From an optimization exercise on the open Yosys and OpenROAD flow, aimed at small area; shortcuts taken in it are not production practice. In this exercise RTL edits were held to simulation tests only and were not proved equivalent to the original.

==> 02-19: inputs <==
// video_ctrl
module video_ctrl (
    input  logic        clk,
    input  logic        reset_n,
    input  vid_pkg::cmd_t        cmd_in,
    input  logic [31:0] addr_data_in,
    output logic        req,
    output logic [31:0] req_addr,
    output logic        hsync,
    output logic        vsync,
    output logic        hblank,
    output logic        vblank,
    output logic [7:0]  red,
    output logic [7:0]  green,
    output logic [7:0]  blue,
    output logic        underrun
);
    logic               en;
    logic [vid_pkg::div_w-1:0]   pix_div;
    logic [vid_pkg::count_w-1:0] h_size;
    logic [vid_pkg::count_w-1:0] h_end;
    logic [vid_pkg::count_w-1:0] hs_start;
    logic [vid_pkg::count_w-1:0] hs_end;
    logic [vid_pkg::count_w-1:0] v_size;
    logic [vid_pkg::count_w-1:0] v_end;
    logic [vid_pkg::count_w-1:0] vs_start;
    logic [vid_pkg::count_w-1:0] vs_end;
    logic [31:0]        base_addr;
    logic [31:0]        line_inc;
    logic               rd_valid;
    vid_pkg::pixel_t             rd_pixel;
    vid_pkg::pixel_t             head;
    logic               empty;
    logic               above_thresh;
    logic               underflow;
    logic               pix_tick;
    logic               visible;
    logic               hsync_i;
    logic               vsync_i;
    logic               hblank_i;
    logic               vblank_i;
    logic               pop;
    logic               show;
    bus_decode bus_decode_inst (
        .clk          (clk),
        .reset_n      (reset_n),
        .cmd_in       (cmd_in),
        .addr_data_in (addr_data_in),
        .en           (en),
        .pix_div      (pix_div),
        .h_size       (h_size),
        .h_end        (h_end),
        .hs_start     (hs_start),
  ...
export LEC_CHECK = 0
export CAP_MARGIN = 0
export CORE_MARGIN = 2
export CORE_UTILIZATION = 60
export SLEW_MARGIN = 0
create_clock -name core_clock -period 5.0 [get_ports {clk}]
standard.sh (not shown) runs the stock make flow with config.mk's settings and CLKGATE_MAP_FILE= SYNTH_SCRIPT=/design/flow/synth_recipe.tcl, a recipe that flattens the netlist after the stock synthesis.
==> flow/flow/run.sh <==
#!/bin/bash
# Standard ORFS layout with three changes: an area-oriented ABC mapping script,
# the smallest buffer on the I/O ports, and a clock tree with larger sink
# clusters and no dummy loads.
set -euo pipefail
S=$PWD/scripts_mod
rm -rf "$S"
cp -r "$FLOW_HOME/scripts" "$S"
cp flow/abc.script "$S/abc_speed.script"
bash standard.sh SCRIPTS_DIR="$S" \
  "BUFFER_PORTS_ARGS=-buffer_cell sky130_fd_sc_hd__buf_1" \
  "CTS_ARGS=-sink_clustering_enable -repair_clock_nets -dont_use_dummy_load -buf_list sky130_fd_sc_hd__clkbuf_8 -sink_clustering_size 16 -sink_clustering_max_diameter 100" \
  finish > standard.log 2>&1
==> flow/flow/abc.script <==
strash
ifraig
scorr
dc2
strash
dch -f
&get -n
&nf -p -F 8 -A 4 -D 4500
&put
topo
==> 01-21: changes against 02-19 <==
==> flow/flow/run.sh (replaced) <==
#!/bin/bash
# Standard ORFS layout (the standard.sh) with these changes:
# - an area-oriented ABC mapping script (flow/abc.script) in place of the speed one,
# - the smallest buffer (buf_1) on the I/O ports,
# - a clock tree of clkbuf_8 with larger sink clusters and no dummy loads,
# - power (area) recovery after global routing, followed by a design repair
#   pass so that the downsizing leaves no slew or capacitance violations.
# All tool output goes to standard.log here; ORFS also keeps its per-step logs
# under orfs/logs.
set -euo pipefail
S=$PWD/scripts_mod
rm -rf "$S"
cp -r "$FLOW_HOME/scripts" "$S"
cp flow/abc.script "$S/abc_speed.script"
python3 flow/grt_patch.py "$S/global_route.tcl"
bash standard.sh SCRIPTS_DIR="$S" \
  "BUFFER_PORTS_ARGS=-buffer_cell sky130_fd_sc_hd__buf_1" \
  "CTS_ARGS=-sink_clustering_enable -repair_clock_nets -dont_use_dummy_load -buf_list sky130_fd_sc_hd__clkbuf_8 -sink_clustering_size 16 -sink_clustering_max_diameter 100" \
  RECOVER_POWER=100 finish > standard.log 2>&1
==> flow/flow/grt_patch.py (new file) <==
import sys
p = sys.argv[1]
s = open(p).read()
old = "  recover_power_helper\n"
new = """  recover_power_helper
  if { $::env(RECOVER_POWER) != 0 } {
    # Downsizing can leave slew or capacitance violations: repair them
    repair_design_helper
    log_cmd detailed_placement
  }
"""
assert s.count(old) == 1
open(p, 'w').write(s.replace(old, new))
- CORE_UTILIZATION: 60 -> 65
==> qor.yml <==
clock_tree:
  worst_skew_pair.late_latency_ns: 0.68
sta:
  whs_ns: 0.320
finish:
  finish.utilization_pct: 71.8
  nFillCells: 2749
  clock_cell_area_share_pct: 2.22
  ff_latch_area_sq_um: 17900
  drive_above_1_share_pct: 6.29
global_route:
  antenna_found_initial: 2
outcome:
  outcome: "finished clean"
placement:
  dp_hpwl_um: 40500
The numbers above come from 01-21.

==> qor.yml <==
power_and_ir_drop:
  finalPower_w: 0.0101
clock_tree:
  worst_skew_pair.late_latency_ns: 0.69
placement:
  dp_hpwl_um: 41500
finish:
  ff_latch_area_sq_um: 17900
  clock_cell_area_share_pct: 2.21
  drive_above_1_share_pct: 6.83
  largest_reg_flops: 288
  finish.utilization_pct: 66.6
sta:
  whs_ns: 0.441
outcome:
  outcome: "finished clean"
global_route:
  antenna_found_initial: 4
die:
  dieWidth_um: 211
The numbers above come from 02-19.


---

==> inputs of v21 <==
==> flow/design.v <==
package vid_pkg;
    typedef enum logic [2:0] {
        cmd_idle      = 3'b000,
        cmd_write     = 3'b001,
        cmd_read_req  = 3'b010,
        cmd_read_data = 3'b011,
        cmd_addr      = 3'b100
    } cmd_t;
    localparam logic [31:0] addr_ctrl    = 32'h0000_0000;
    localparam logic [31:0] addr_h1      = 32'h0000_0028;  
    localparam logic [31:0] addr_h2      = 32'h0000_0030;  
    localparam logic [31:0] addr_v1      = 32'h0000_0038;  
    localparam logic [31:0] addr_v2      = 32'h0000_0040;  
    localparam logic [31:0] addr_base    = 32'h0000_0048;
    localparam logic [31:0] addr_lineinc = 32'h0000_0050;
    localparam int count_w      = 13;
    localparam int div_w        = 6;   
    localparam int ctrl_en_bit  = 3;
    localparam int ctrl_div_lsb = 4;   
    localparam int fifo_depth  = 16;
    localparam int fifo_aw     = $clog2(fifo_depth);
    localparam int fifo_thresh = 12;
    typedef struct packed {
        logic [7:0] red;
        logic [7:0] green;
        logic [7:0] blue;
    } pixel_t;
    typedef struct packed {
        logic [5:0]         spare;
        logic [count_w-1:0] hi;
        logic [count_w-1:0] lo;
    } span_t;
    typedef struct packed {
        logic [7:0] spare;
        pixel_t     pix;
    } pix_word_t;
    typedef union packed {
        span_t     span;
        pix_word_t pixel;
    } bus_word_u;
endpackage
`timescale 1ns/1ps
module bus_decode (
    input  logic               clk,
    input  logic               reset_n,
    input  vid_pkg::cmd_t               cmd_in,
    input  logic [31:0]        addr_data_in,
    output logic               en,
    output logic [vid_pkg::div_w-1:0]   pix_div,
    output logic [vid_pkg::count_w-1:0] h_size,
    output logic [vid_pkg::count_w-1:0] h_end,
    output logic [vid_pkg::count_w-1:0] hs_start,
    output logic [vid_pkg::count_w-1:0] hs_end,
    output logic [vid_pkg::count_w-1:0] v_size,
    output logic [vid_pkg::count_w-1:0] v_end,
    output logic [vid_pkg::count_w-1:0] vs_start,
    output logic [vid_pkg::count_w-1:0] vs_end,
    output logic [31:0]        base_addr,
    output logic [31:0]        line_inc,
    output logic               rd_valid,
    output vid_pkg::pixel_t             rd_pixel
);
    logic [31:0] reg_addr;   
    logic        addr_seen;
    vid_pkg::bus_word_u   word;
    assign word = addr_data_in;
    always_ff @(posedge clk or negedge reset_n) begin
        if (!reset_n) begin
            reg_addr  <= '0;
            addr_seen <= 1'b0;
        end else if (cmd_in == vid_pkg::cmd_addr) begin
            reg_addr  <= addr_data_in;
            addr_seen <= 1'b1;
        end
    end
    always_ff @(posedge clk or negedge reset_n) begin
        if (!reset_n) begin
            en        <= 1'b0;
            pix_div   <= '0;
            h_size    <= '0;
            h_end     <= '0;
            hs_start  <= '0;
            hs_end    <= '0;
            v_size    <= '0;
            v_end     <= '0;
            vs_start  <= '0;
            vs_end    <= '0;
            base_addr <= '0;
            line_inc  <= '0;
        end else if (cmd_in == vid_pkg::cmd_write) begin
            case (reg_addr)
                vid_pkg::addr_ctrl: begin
                    en      <= addr_data_in[vid_pkg::ctrl_en_bit];
                    pix_div <= addr_data_in[vid_pkg::ctrl_div_lsb +: vid_pkg::div_w];
                end
                vid_pkg::addr_h1: begin
                    h_size <= word.span.hi;
                    h_end  <= word.span.lo;
                end
                vid_pkg::addr_h2: begin
                    hs_start <= word.span.hi;
                    hs_end   <= word.span.lo;
                end
                vid_pkg::addr_v1: begin
                    v_size <= word.span.hi;
                    v_end  <= word.span.lo;
                end
                vid_pkg::addr_v2: begin
                    vs_start <= word.span.hi;
                    vs_end   <= word.span.lo;
                end
                vid_pkg::addr_base:    base_addr <= addr_data_in;
                vid_pkg::addr_lineinc: line_inc  <= addr_data_in;
                default: begin
                end
            endcase
        end
    end
    assign rd_valid = (cmd_in == vid_pkg::cmd_read_data);
    assign rd_pixel = word.pixel.pix;
endmodule
`timescale 1ns/1ps
module scan_timing (
    input  logic               clk,
    input  logic               reset_n,
    input  logic               en,
    input  logic [vid_pkg::div_w-1:0]   pix_div,
    input  logic [vid_pkg::count_w-1:0] h_size,
    input  logic [vid_pkg::count_w-1:0] h_end,
    input  logic [vid_pkg::count_w-1:0] hs_start,
    input  logic [vid_pkg::count_w-1:0] hs_end,
    input  logic [vid_pkg::count_w-1:0] v_size,
    input  logic [vid_pkg::count_w-1:0] v_end,
    input  logic [vid_pkg::count_w-1:0] vs_start,
    input  logic [vid_pkg::count_w-1:0] vs_end,
    input  logic               above_thresh,
    output logic               pix_tick,
    output logic               visible,
    output logic               hsync_i,
    output logic               vsync_i,
    output logic               hblank_i,
    output logic               vblank_i
);
    logic [vid_pkg::div_w-1:0]   div_cnt;
    logic               running;   
    logic [vid_pkg::count_w-1:0] h_cnt;
    logic [vid_pkg::count_w-1:0] v_cnt;
    assign pix_tick = running && (div_cnt == pix_div);
    always_ff @(posedge clk or negedge reset_n) begin
        if (!reset_n) begin
            div_cnt <= '0;
            running <= 1'b0;
            h_cnt   <= '0;
            v_cnt   <= '0;
        end else if (!en) begin
            div_cnt <= '0;
            running <= 1'b0;
            h_cnt   <= '0;
            v_cnt   <= '0;
        end else if (!running) begin
            running <= above_thresh;
        end else if (pix_tick) begin
            div_cnt <= '0;
            if (h_cnt == h_end) begin
                h_cnt <= '0;
                if (v_cnt == v_end) begin
                    v_cnt <= '0;  
                end else begin
                    v_cnt <= v_cnt + 1'b1;
                end
            end else begin
                h_cnt <= h_cnt + 1'b1;
            end
        end else begin
            div_cnt <= div_cnt + 1'b1;
        end
    end
    assign hsync_i  = (h_cnt >= hs_start) && (h_cnt < hs_end);
    assign vsync_i  = (v_cnt >= vs_start) && (v_cnt < vs_end);
    assign hblank_i = (h_cnt >= h_size);
    assign vblank_i = (v_cnt >= v_size);
    assign visible  = !hblank_i && !vblank_i;
endmodule
`timescale 1ns/1ps
module fetch_engine (
    input  logic               clk,
    input  logic               reset_n,
    input  logic               en,
    input  logic [31:0]        base_addr,
    input  logic [31:0]        line_inc,
    input  logic [vid_pkg::count_w-1:0] h_size,
    input  logic [vid_pkg::count_w-1:0] v_size,
    input  logic               above_thresh,
    input  logic               rd_valid,
    output logic               req,
    output logic [31:0]        req_addr
);
    logic [vid_pkg::count_w-1:0] word_cnt;
    logic [vid_pkg::count_w-1:0] line_cnt;
    logic [31:0]        line_start;
    logic [31:0]        next_addr;
    logic               outstanding;  
    logic               issue;
    assign issue = en && !outstanding && !above_thresh;
    always_ff @(posedge clk or negedge reset_n) begin
        if (!reset_n) begin
            outstanding <= 1'b0;
        end else if (issue) begin
            outstanding <= 1'b1;
        end else if (rd_valid) begin
            outstanding <= 1'b0;
        end
    end
    always_ff @(posedge clk or negedge reset_n) begin
        if (!reset_n) begin
            req        <= 1'b0;
            req_addr   <= '0;
            word_cnt   <= '0;
            line_cnt   <= '0;
            line_start <= '0;
            next_addr  <= '0;
        end else if (!en) begin
            req        <= 1'b0;
            word_cnt   <= '0;
            line_cnt   <= '0;
            line_start <= base_addr;
            next_addr  <= base_addr;
        end else begin
            req <= issue;
            if (issue) begin
                req_addr <= next_addr;
                if (word_cnt == h_size - 1'b1) begin
                    word_cnt <= '0;
                    if (line_cnt == v_size - 1'b1) begin
                        line_cnt   <= '0;  
                        line_start <= base_addr;
                        next_addr  <= base_addr;
                    end else begin
                        line_cnt   <= line_cnt + 1'b1;
                        line_start <= line_start + line_inc;
                        next_addr  <= line_start + line_inc;
                    end
                end else begin
                    word_cnt  <= word_cnt + 1'b1;
                    next_addr <= next_addr + 32'd4;
                end
            end
        end
    end
endmodule
`timescale 1ns/1ps
module pixel_fifo (
    input  logic   clk,
    input  logic   reset_n,
    input  logic   en,
    input  logic   rd_valid,
    input  vid_pkg::pixel_t rd_pixel,
    input  logic   pop,
    output vid_pkg::pixel_t head,
    output logic   full,
    output logic   empty,
    output logic   above_thresh,
    output logic   underflow
);
    logic [23:0]        mem [vid_pkg::fifo_depth];  
    logic [vid_pkg::fifo_aw:0]   wr_ptr;   
    logic [vid_pkg::fifo_aw:0]   rd_ptr;
    logic [vid_pkg::fifo_aw:0]   fill;
    logic               wr_en;
    logic               rd_en;
    assign wr_en = en && rd_valid && !full;
    assign rd_en = en && pop && !empty;
    always_ff @(posedge clk or negedge reset_n) begin
        if (!reset_n) begin
            wr_ptr <= '0;
            rd_ptr <= '0;
        end else if (!en) begin
            wr_ptr <= '0;  
            rd_ptr <= '0;
        end else begin
            if (wr_en) begin
                wr_ptr <= wr_ptr + 1'b1;
            end
            if (rd_en) begin
                rd_ptr <= rd_ptr + 1'b1;
            end
        end
    end
    always_ff @(posedge clk) begin
        if (wr_en) begin
            mem[wr_ptr[vid_pkg::fifo_aw-1:0]] <= rd_pixel;
        end
    end
    assign head = mem[rd_ptr[vid_pkg::fifo_aw-1:0]];
    assign fill         = wr_ptr - rd_ptr;
    assign empty        = (wr_ptr == rd_ptr);
    assign full         = (wr_ptr[vid_pkg::fifo_aw] != rd_ptr[vid_pkg::fifo_aw])
                          && (wr_ptr[vid_pkg::fifo_aw-1:0] == rd_ptr[vid_pkg::fifo_aw-1:0]);
    assign above_thresh = (fill >= vid_pkg::fifo_thresh);
    always_ff @(posedge clk or negedge reset_n) begin
        if (!reset_n) begin
            underflow <= 1'b0;
        end else if (!en) begin
            underflow <= 1'b0;
        end else if (pop && empty) begin
            underflow <= 1'b1;  
        end
    end
endmodule
`timescale 1ns/1ps
module pixel_out (
    input  logic       clk,
    input  logic       reset_n,
    input  logic       pix_tick,
    input  logic       visible,
    input  logic       hsync_i,
    input  logic       vsync_i,
    input  logic       hblank_i,
    input  logic       vblank_i,
    input  vid_pkg::pixel_t     head,
    input  logic       empty,
    input  logic       underflow,
    output logic       pop,
    output logic       hsync,
    output logic       vsync,
    output logic       hblank,
    output logic       vblank,
    output logic [7:0] red,
    output logic [7:0] green,
    output logic [7:0] blue,
    output logic       underrun
);
    assign pop = pix_tick && visible;
    always_ff @(posedge clk or negedge reset_n) begin
        if (!reset_n) begin
            hsync  <= 1'b0;
            vsync  <= 1'b0;
            hblank <= 1'b0;
            vblank <= 1'b0;
            red    <= '0;
            green  <= '0;
            blue   <= '0;
        end else if (pix_tick) begin
            hsync  <= hsync_i;
            vsync  <= vsync_i;
            hblank <= hblank_i;
            vblank <= vblank_i;
            if (visible && !empty) begin
                red   <= head.red;
                green <= head.green;
                blue  <= head.blue;
            end else begin
                red   <= '0;  
                green <= '0;
                blue  <= '0;
            end
        end
    end
    always_ff @(posedge clk or negedge reset_n) begin
        if (!reset_n) begin
            underrun <= 1'b0;
        end else begin
            underrun <= underflow;
        end
    end
endmodule
`timescale 1ns/1ps
module video_ctrl (
    input  logic        clk,
    input  logic        reset_n,
    input  vid_pkg::cmd_t        cmd_in,
    input  logic [31:0] addr_data_in,
    output logic        req,
    output logic [31:0] req_addr,
    output logic        hsync,
    output logic        vsync,
    output logic        hblank,
    output logic        vblank,
    output logic [7:0]  red,
    output logic [7:0]  green,
    output logic [7:0]  blue,
    output logic        underrun
);
    logic               en;
    logic [vid_pkg::div_w-1:0]   pix_div;
    logic [vid_pkg::count_w-1:0] h_size;
    logic [vid_pkg::count_w-1:0] h_end;
    logic [vid_pkg::count_w-1:0] hs_start;
    logic [vid_pkg::count_w-1:0] hs_end;
    logic [vid_pkg::count_w-1:0] v_size;
    logic [vid_pkg::count_w-1:0] v_end;
    logic [vid_pkg::count_w-1:0] vs_start;
    logic [vid_pkg::count_w-1:0] vs_end;
    logic [31:0]        base_addr;
    logic [31:0]        line_inc;
    logic               rd_valid;
    vid_pkg::pixel_t             rd_pixel;
    vid_pkg::pixel_t             head;
    logic               empty;
    logic               above_thresh;
    logic               underflow;
    logic               pix_tick;
    logic               visible;
    logic               hsync_i;
    logic               vsync_i;
    logic               hblank_i;
    logic               vblank_i;
    logic               pop;
    bus_decode bus_decode_inst (
        .clk          (clk),
        .reset_n      (reset_n),
        .cmd_in       (cmd_in),
        .addr_data_in (addr_data_in),
        .en           (en),
        .pix_div      (pix_div),
        .h_size       (h_size),
        .h_end        (h_end),
        .hs_start     (hs_start),
        .hs_end       (hs_end),
        .v_size       (v_size),
        .v_end        (v_end),
        .vs_start     (vs_start),
        .vs_end       (vs_end),
        .base_addr    (base_addr),
        .line_inc     (line_inc),
        .rd_valid     (rd_valid),
        .rd_pixel     (rd_pixel)
    );
    scan_timing scan_timing_inst (
        .clk          (clk),
        .reset_n      (reset_n),
        .en           (en),
        .pix_div      (pix_div),
        .h_size       (h_size),
        .h_end        (h_end),
        .hs_start     (hs_start),
        .hs_end       (hs_end),
        .v_size       (v_size),
        .v_end        (v_end),
        .vs_start     (vs_start),
        .vs_end       (vs_end),
        .above_thresh (above_thresh),
        .pix_tick     (pix_tick),
        .visible      (visible),
        .hsync_i      (hsync_i),
        .vsync_i      (vsync_i),
        .hblank_i     (hblank_i),
        .vblank_i     (vblank_i)
    );
    fetch_engine fetch_engine_inst (
        .clk          (clk),
        .reset_n      (reset_n),
        .en           (en),
        .base_addr    (base_addr),
        .line_inc     (line_inc),
        .h_size       (h_size),
        .v_size       (v_size),
        .above_thresh (above_thresh),
        .rd_valid     (rd_valid),
        .req          (req),
        .req_addr     (req_addr)
    );
    pixel_fifo pixel_fifo_inst (
        .clk          (clk),
        .reset_n      (reset_n),
        .en           (en),
        .rd_valid     (rd_valid),
        .rd_pixel     (rd_pixel),
        .pop          (pop),
        .head         (head),
        .full         (),
        .empty        (empty),
        .above_thresh (above_thresh),
        .underflow    (underflow)
    );
    pixel_out pixel_out_inst (
        .clk       (clk),
        .reset_n   (reset_n),
        .pix_tick  (pix_tick),
        .visible   (visible),
        .hsync_i   (hsync_i),
        .vsync_i   (vsync_i),
        .hblank_i  (hblank_i),
        .vblank_i  (vblank_i),
        .head      (head),
        .empty     (empty),
        .underflow (underflow),
        .pop       (pop),
        .hsync     (hsync),
        .vsync     (vsync),
        .hblank    (hblank),
        .vblank    (vblank),
        .red       (red),
        .green     (green),
        .blue      (blue),
        .underrun  (underrun)
    );
endmodule
==> flow/run.sh <==
#!/bin/bash
# synth_recipe.tcl (not shown) runs the flow's synth.tcl, then flattens the netlist and writes it again
# the make line also repeats each setting of config.mk as NAME=value (left out here)
make -C /OpenROAD-flow-scripts/flow DESIGN_CONFIG=/design/flow/config.mk WORK_HOME=/design/flow/orfs CLKGATE_MAP_FILE= SYNTH_SCRIPT=/design/flow/synth_recipe.tcl finish
==> flow/config.mk <==
export PLATFORM = sky130hd
export DESIGN_NAME = video_ctrl
export DESIGN_NICKNAME = video_ctrl
export VERILOG_FILES = /design/flow/design.v
export SDC_FILE = /design/flow/constraint.sdc
export NUM_CORES = 4
export LEC_CHECK = 0
export CAP_MARGIN = 20
export CORE_MARGIN = 2
export CORE_UTILIZATION = 40
export SLEW_MARGIN = 20
==> flow/constraint.sdc <==
create_clock -name core_clock -period 5.0 [get_ports {clk}]
set_input_delay 1.0000 -clock core_clock [delete_from_list [all_inputs] [get_ports {clk}]]
set_output_delay 1.0000 -clock core_clock [all_outputs]
set_load 0.01 [all_outputs]
==> v37 (differences from v21) <==
--- a/flow/design.v
+++ b/flow/design.v
@@ -17,7 +17,7 @@
     localparam int div_w        = 6;   
     localparam int ctrl_en_bit  = 3;
     localparam int ctrl_div_lsb = 4;   
-    localparam int fifo_depth  = 16;
+    localparam int fifo_depth  = 12;  
     localparam int fifo_aw     = $clog2(fifo_depth);
     localparam int fifo_thresh = 12;
     typedef struct packed {
@@ -60,17 +60,35 @@
     output logic               rd_valid,
     output vid_pkg::pixel_t             rd_pixel
 );
-    logic [31:0] reg_addr;   
-    logic        addr_seen;
+    localparam logic [2:0] sel_ctrl = 3'd0;
+    localparam logic [2:0] sel_h1   = 3'd1;
+    localparam logic [2:0] sel_h2   = 3'd2;
+    localparam logic [2:0] sel_v1   = 3'd3;
+    localparam logic [2:0] sel_v2   = 3'd4;
+    localparam logic [2:0] sel_base = 3'd5;
+    localparam logic [2:0] sel_linc = 3'd6;
+    localparam logic [2:0] sel_none = 3'd7;
+    logic [2:0] reg_sel;
+    logic [2:0] addr_sel;
     vid_pkg::bus_word_u   word;
     assign word = addr_data_in;
+    always_comb begin
+        case (addr_data_in)
+            vid_pkg::addr_ctrl:    addr_sel = sel_ctrl;
+            vid_pkg::addr_h1:      addr_sel = sel_h1;
+            vid_pkg::addr_h2:      addr_sel = sel_h2;
+            vid_pkg::addr_v1:      addr_sel = sel_v1;
+            vid_pkg::addr_v2:      addr_sel = sel_v2;
+            vid_pkg::addr_base:    addr_sel = sel_base;
+            vid_pkg::addr_lineinc: addr_sel = sel_linc;
+            default:               addr_sel = sel_none;
+        endcase
+    end
     always_ff @(posedge clk or negedge reset_n) begin
         if (!reset_n) begin
-            reg_addr  <= '0;
-            addr_seen <= 1'b0;
+            reg_sel <= sel_ctrl;
         end else if (cmd_in == vid_pkg::cmd_addr) begin
-            reg_addr  <= addr_data_in;
-            addr_seen <= 1'b1;
+            reg_sel <= addr_sel;
         end
     end
     always_ff @(posedge clk or negedge reset_n) begin
@@ -88,29 +106,29 @@
             base_addr <= '0;
             line_inc  <= '0;
         end else if (cmd_in == vid_pkg::cmd_write) begin
-            case (reg_addr)
-                vid_pkg::addr_ctrl: begin
+            case (reg_sel)
+                sel_ctrl: begin
                     en      <= addr_data_in[vid_pkg::ctrl_en_bit];
                     pix_div <= addr_data_in[vid_pkg::ctrl_div_lsb +: vid_pkg::div_w];
                 end
-                vid_pkg::addr_h1: begin
+                sel_h1: begin
                     h_size <= word.span.hi;
                     h_end  <= word.span.lo;
                 end
-                vid_pkg::addr_h2: begin
+                sel_h2: begin
                     hs_start <= word.span.hi;
                     hs_end   <= word.span.lo;
                 end
-                vid_pkg::addr_v1: begin
+                sel_v1: begin
                     v_size <= word.span.hi;
                     v_end  <= word.span.lo;
                 end
-                vid_pkg::addr_v2: begin
+                sel_v2: begin
                     vs_start <= word.span.hi;
                     vs_end   <= word.span.lo;
                 end
-                vid_pkg::addr_base:    base_addr <= addr_data_in;
-                vid_pkg::addr_lineinc: line_inc  <= addr_data_in;
+                sel_base: base_addr <= addr_data_in;
+                sel_linc: line_inc  <= addr_data_in;
                 default: begin
                 end
             endcase
@@ -148,17 +166,19 @@
     assign pix_tick = running && (div_cnt == pix_div);
     always_ff @(posedge clk or negedge reset_n) begin
         if (!reset_n) begin
-            div_cnt <= '0;
             running <= 1'b0;
-            h_cnt   <= '0;
-            v_cnt   <= '0;
         end else if (!en) begin
-            div_cnt <= '0;
             running <= 1'b0;
+        end else if (!running) begin
+            running <= above_thresh;
+        end
+    end
+    always_ff @(posedge clk) begin
+        if (!en) begin
+            div_cnt <= '0;
             h_cnt   <= '0;
             v_cnt   <= '0;
         end else if (!running) begin
-            running <= above_thresh;
         end else if (pix_tick) begin
             div_cnt <= '0;
             if (h_cnt == h_end) begin
@@ -198,10 +218,12 @@
     logic [vid_pkg::count_w-1:0] word_cnt;
     logic [vid_pkg::count_w-1:0] line_cnt;
     logic [31:0]        line_start;
+    logic               at_line_start;  
     logic [31:0]        next_addr;
     logic               outstanding;  
     logic               issue;
-    assign issue = en && !outstanding && !above_thresh;
+    assign issue     = en && !outstanding && !above_thresh;
+    assign next_addr = at_line_start ? line_start : req_addr + 32'd4;
     always_ff @(posedge clk or negedge reset_n) begin
         if (!reset_n) begin
             outstanding <= 1'b0;
@@ -213,37 +235,35 @@
     end
     always_ff @(posedge clk or negedge reset_n) begin
         if (!reset_n) begin
-            req        <= 1'b0;
-            req_addr   <= '0;
-            word_cnt   <= '0;
-            line_cnt   <= '0;
-            line_start <= '0;
-            next_addr  <= '0;
-        end else if (!en) begin
-            req        <= 1'b0;
-            word_cnt   <= '0;
-            line_cnt   <= '0;
-            line_start <= base_addr;
-            next_addr  <= base_addr;
+            req      <= 1'b0;
+            req_addr <= '0;
         end else begin
             req <= issue;
             if (issue) begin
                 req_addr <= next_addr;
-                if (word_cnt == h_size - 1'b1) begin
-                    word_cnt <= '0;
-                    if (line_cnt == v_size - 1'b1) begin
-                        line_cnt   <= '0;  
-                        line_start <= base_addr;
-                        next_addr  <= base_addr;
-                    end else begin
-                        line_cnt   <= line_cnt + 1'b1;
-                        line_start <= line_start + line_inc;
-                        next_addr  <= line_start + line_inc;
-                    end
+            end
+        end
+    end
+    always_ff @(posedge clk) begin
+        if (!en) begin
+            word_cnt      <= '0;
+            line_cnt      <= '0;
+            line_start    <= base_addr;
+            at_line_start <= 1'b1;
+        end else if (issue) begin
+            if (word_cnt == h_size - 1'b1) begin
+                word_cnt      <= '0;
+                at_line_start <= 1'b1;
+                if (line_cnt == v_size - 1'b1) begin
+                    line_cnt   <= '0;  
+                    line_start <= base_addr;
                 end else begin
-                    word_cnt  <= word_cnt + 1'b1;
-                    next_addr <= next_addr + 32'd4;
+                    line_cnt   <= line_cnt + 1'b1;
+                    line_start <= line_start + line_inc;
                 end
+            end else begin
+                word_cnt      <= word_cnt + 1'b1;
+                at_line_start <= 1'b0;
             end
         end
     end
@@ -262,41 +282,51 @@
     output logic   above_thresh,
     output logic   underflow
 );
-    logic [23:0]        mem [vid_pkg::fifo_depth];  
-    logic [vid_pkg::fifo_aw:0]   wr_ptr;   
-    logic [vid_pkg::fifo_aw:0]   rd_ptr;
-    logic [vid_pkg::fifo_aw:0]   fill;
-    logic               wr_en;
-    logic               rd_en;
-    assign wr_en = en && rd_valid && !full;
-    assign rd_en = en && pop && !empty;
-    always_ff @(posedge clk or negedge reset_n) begin
-        if (!reset_n) begin
-            wr_ptr <= '0;
-            rd_ptr <= '0;
-        end else if (!en) begin
-            wr_ptr <= '0;  
-            rd_ptr <= '0;
+    localparam int depth = vid_pkg::fifo_thresh;
+    logic [23:0]      mem [depth];
+    logic [depth-1:0] wr_ptr;   
+    logic [depth-1:0] rd_ptr;   
+    logic             wr_wrap;
+    logic             rd_wrap;
+    logic             same;
+    logic             wr_en;
+    logic             rd_en;
+    assign wr_en = en && rd_valid;
+    assign rd_en = pop && !empty;  
+    always_ff @(posedge clk) begin
+        if (!en) begin
+            wr_ptr  <= depth'(1);
+            rd_ptr  <= depth'(1);
+            wr_wrap <= 1'b0;
+            rd_wrap <= 1'b0;
         end else begin
             if (wr_en) begin
-                wr_ptr <= wr_ptr + 1'b1;
+                wr_ptr <= {wr_ptr[depth-2:0], wr_ptr[depth-1]};
+                if (wr_ptr[depth-1]) wr_wrap <= !wr_wrap;
             end
             if (rd_en) begin
-                rd_ptr <= rd_ptr + 1'b1;
+                rd_ptr <= {rd_ptr[depth-2:0], rd_ptr[depth-1]};
+                if (rd_ptr[depth-1]) rd_wrap <= !rd_wrap;
             end
         end
     end
     always_ff @(posedge clk) begin
-        if (wr_en) begin
-            mem[wr_ptr[vid_pkg::fifo_aw-1:0]] <= rd_pixel;
+        for (int i = 0; i < depth; i++) begin
+            if (wr_en && wr_ptr[i]) begin
+                mem[i] <= rd_pixel;
+            end
+        end
+    end
+    always_comb begin
+        head = '0;
+        for (int i = 0; i < depth; i++) begin
+            head = head | ({24{rd_ptr[i]}} & mem[i]);
         end
     end
-    assign head = mem[rd_ptr[vid_pkg::fifo_aw-1:0]];
-    assign fill         = wr_ptr - rd_ptr;
-    assign empty        = (wr_ptr == rd_ptr);
-    assign full         = (wr_ptr[vid_pkg::fifo_aw] != rd_ptr[vid_pkg::fifo_aw])
-                          && (wr_ptr[vid_pkg::fifo_aw-1:0] == rd_ptr[vid_pkg::fifo_aw-1:0]);
-    assign above_thresh = (fill >= vid_pkg::fifo_thresh);
+    assign same         = |(wr_ptr & rd_ptr);
+    assign empty        = same && (wr_wrap == rd_wrap);
+    assign full         = same && (wr_wrap != rd_wrap);
+    assign above_thresh = full;
     always_ff @(posedge clk or negedge reset_n) begin
         if (!reset_n) begin
             underflow <= 1'b0;
--- a/flow/config.mk
+++ b/flow/config.mk
@@ -8,4 +8,5 @@
 export CAP_MARGIN = 20
 export CORE_MARGIN = 2
 export CORE_UTILIZATION = 40
+export CTS_BUF_LIST = sky130_fd_sc_hd__clkbuf_4
 export SLEW_MARGIN = 20
==> impl_metrics.json <==
{
  "outcome": "finished clean",
  "n_all_inverters": 136,
  "syn-cell-area_um2": 37100,
  "postCtsHoldBufs": 0,
  "powerComb_uw": 335
}
(the above is from v21)
==> impl_metrics.json <==
{
  "postCtsHoldBufs": 1,
  "async_reset_ff_frac": 0.375,
  "powerComb_uw": 1990,
  "syn-cell-area_um2": 29400,
  "cts.root.buffer_cell": "clkbuf_4",
  "outcome": "finished clean",
  "ff2ff_setup_slack_ps": 1110,
  "top_layer": "met4",
  "vias_per_cell": 5.58
}
(the above is from v37)

-- re-timing with driven ports --
The flow's constraints put no driver on any port. The routed layouts listed below were extracted and timed again, unchanged, in two steps. Step 1, drivers: a clkbuf_16 drives clk and a buf_2 each remaining input, both assumed. Step 2 adds t to the input delays and takes it off the output delays; t is the mean of the earliest and latest rising clock arrival at the registers after step 1. Input paths then give back, and output paths get back, about the clock's delay inside the block. Three values: no drivers, after step 1, after step 2; two values: the first two.
run	t, ns	setup WS [ns]	worst setup path at the end	worst data-port slew with drivers (ns)
02-19	0.707	0.375 / 0.375 / 0.375	register to register	0.08
01-21	0.701	0.351 / 0.351 / 0.351	register to register	0.07
v21	0.699	0.807 / 0.807 / 0.807	register to register	0.05
v37	1.077	1.115 / 1.115 / 1.115	register to register	0.04
After both steps setup and hold are still met in every run listed.
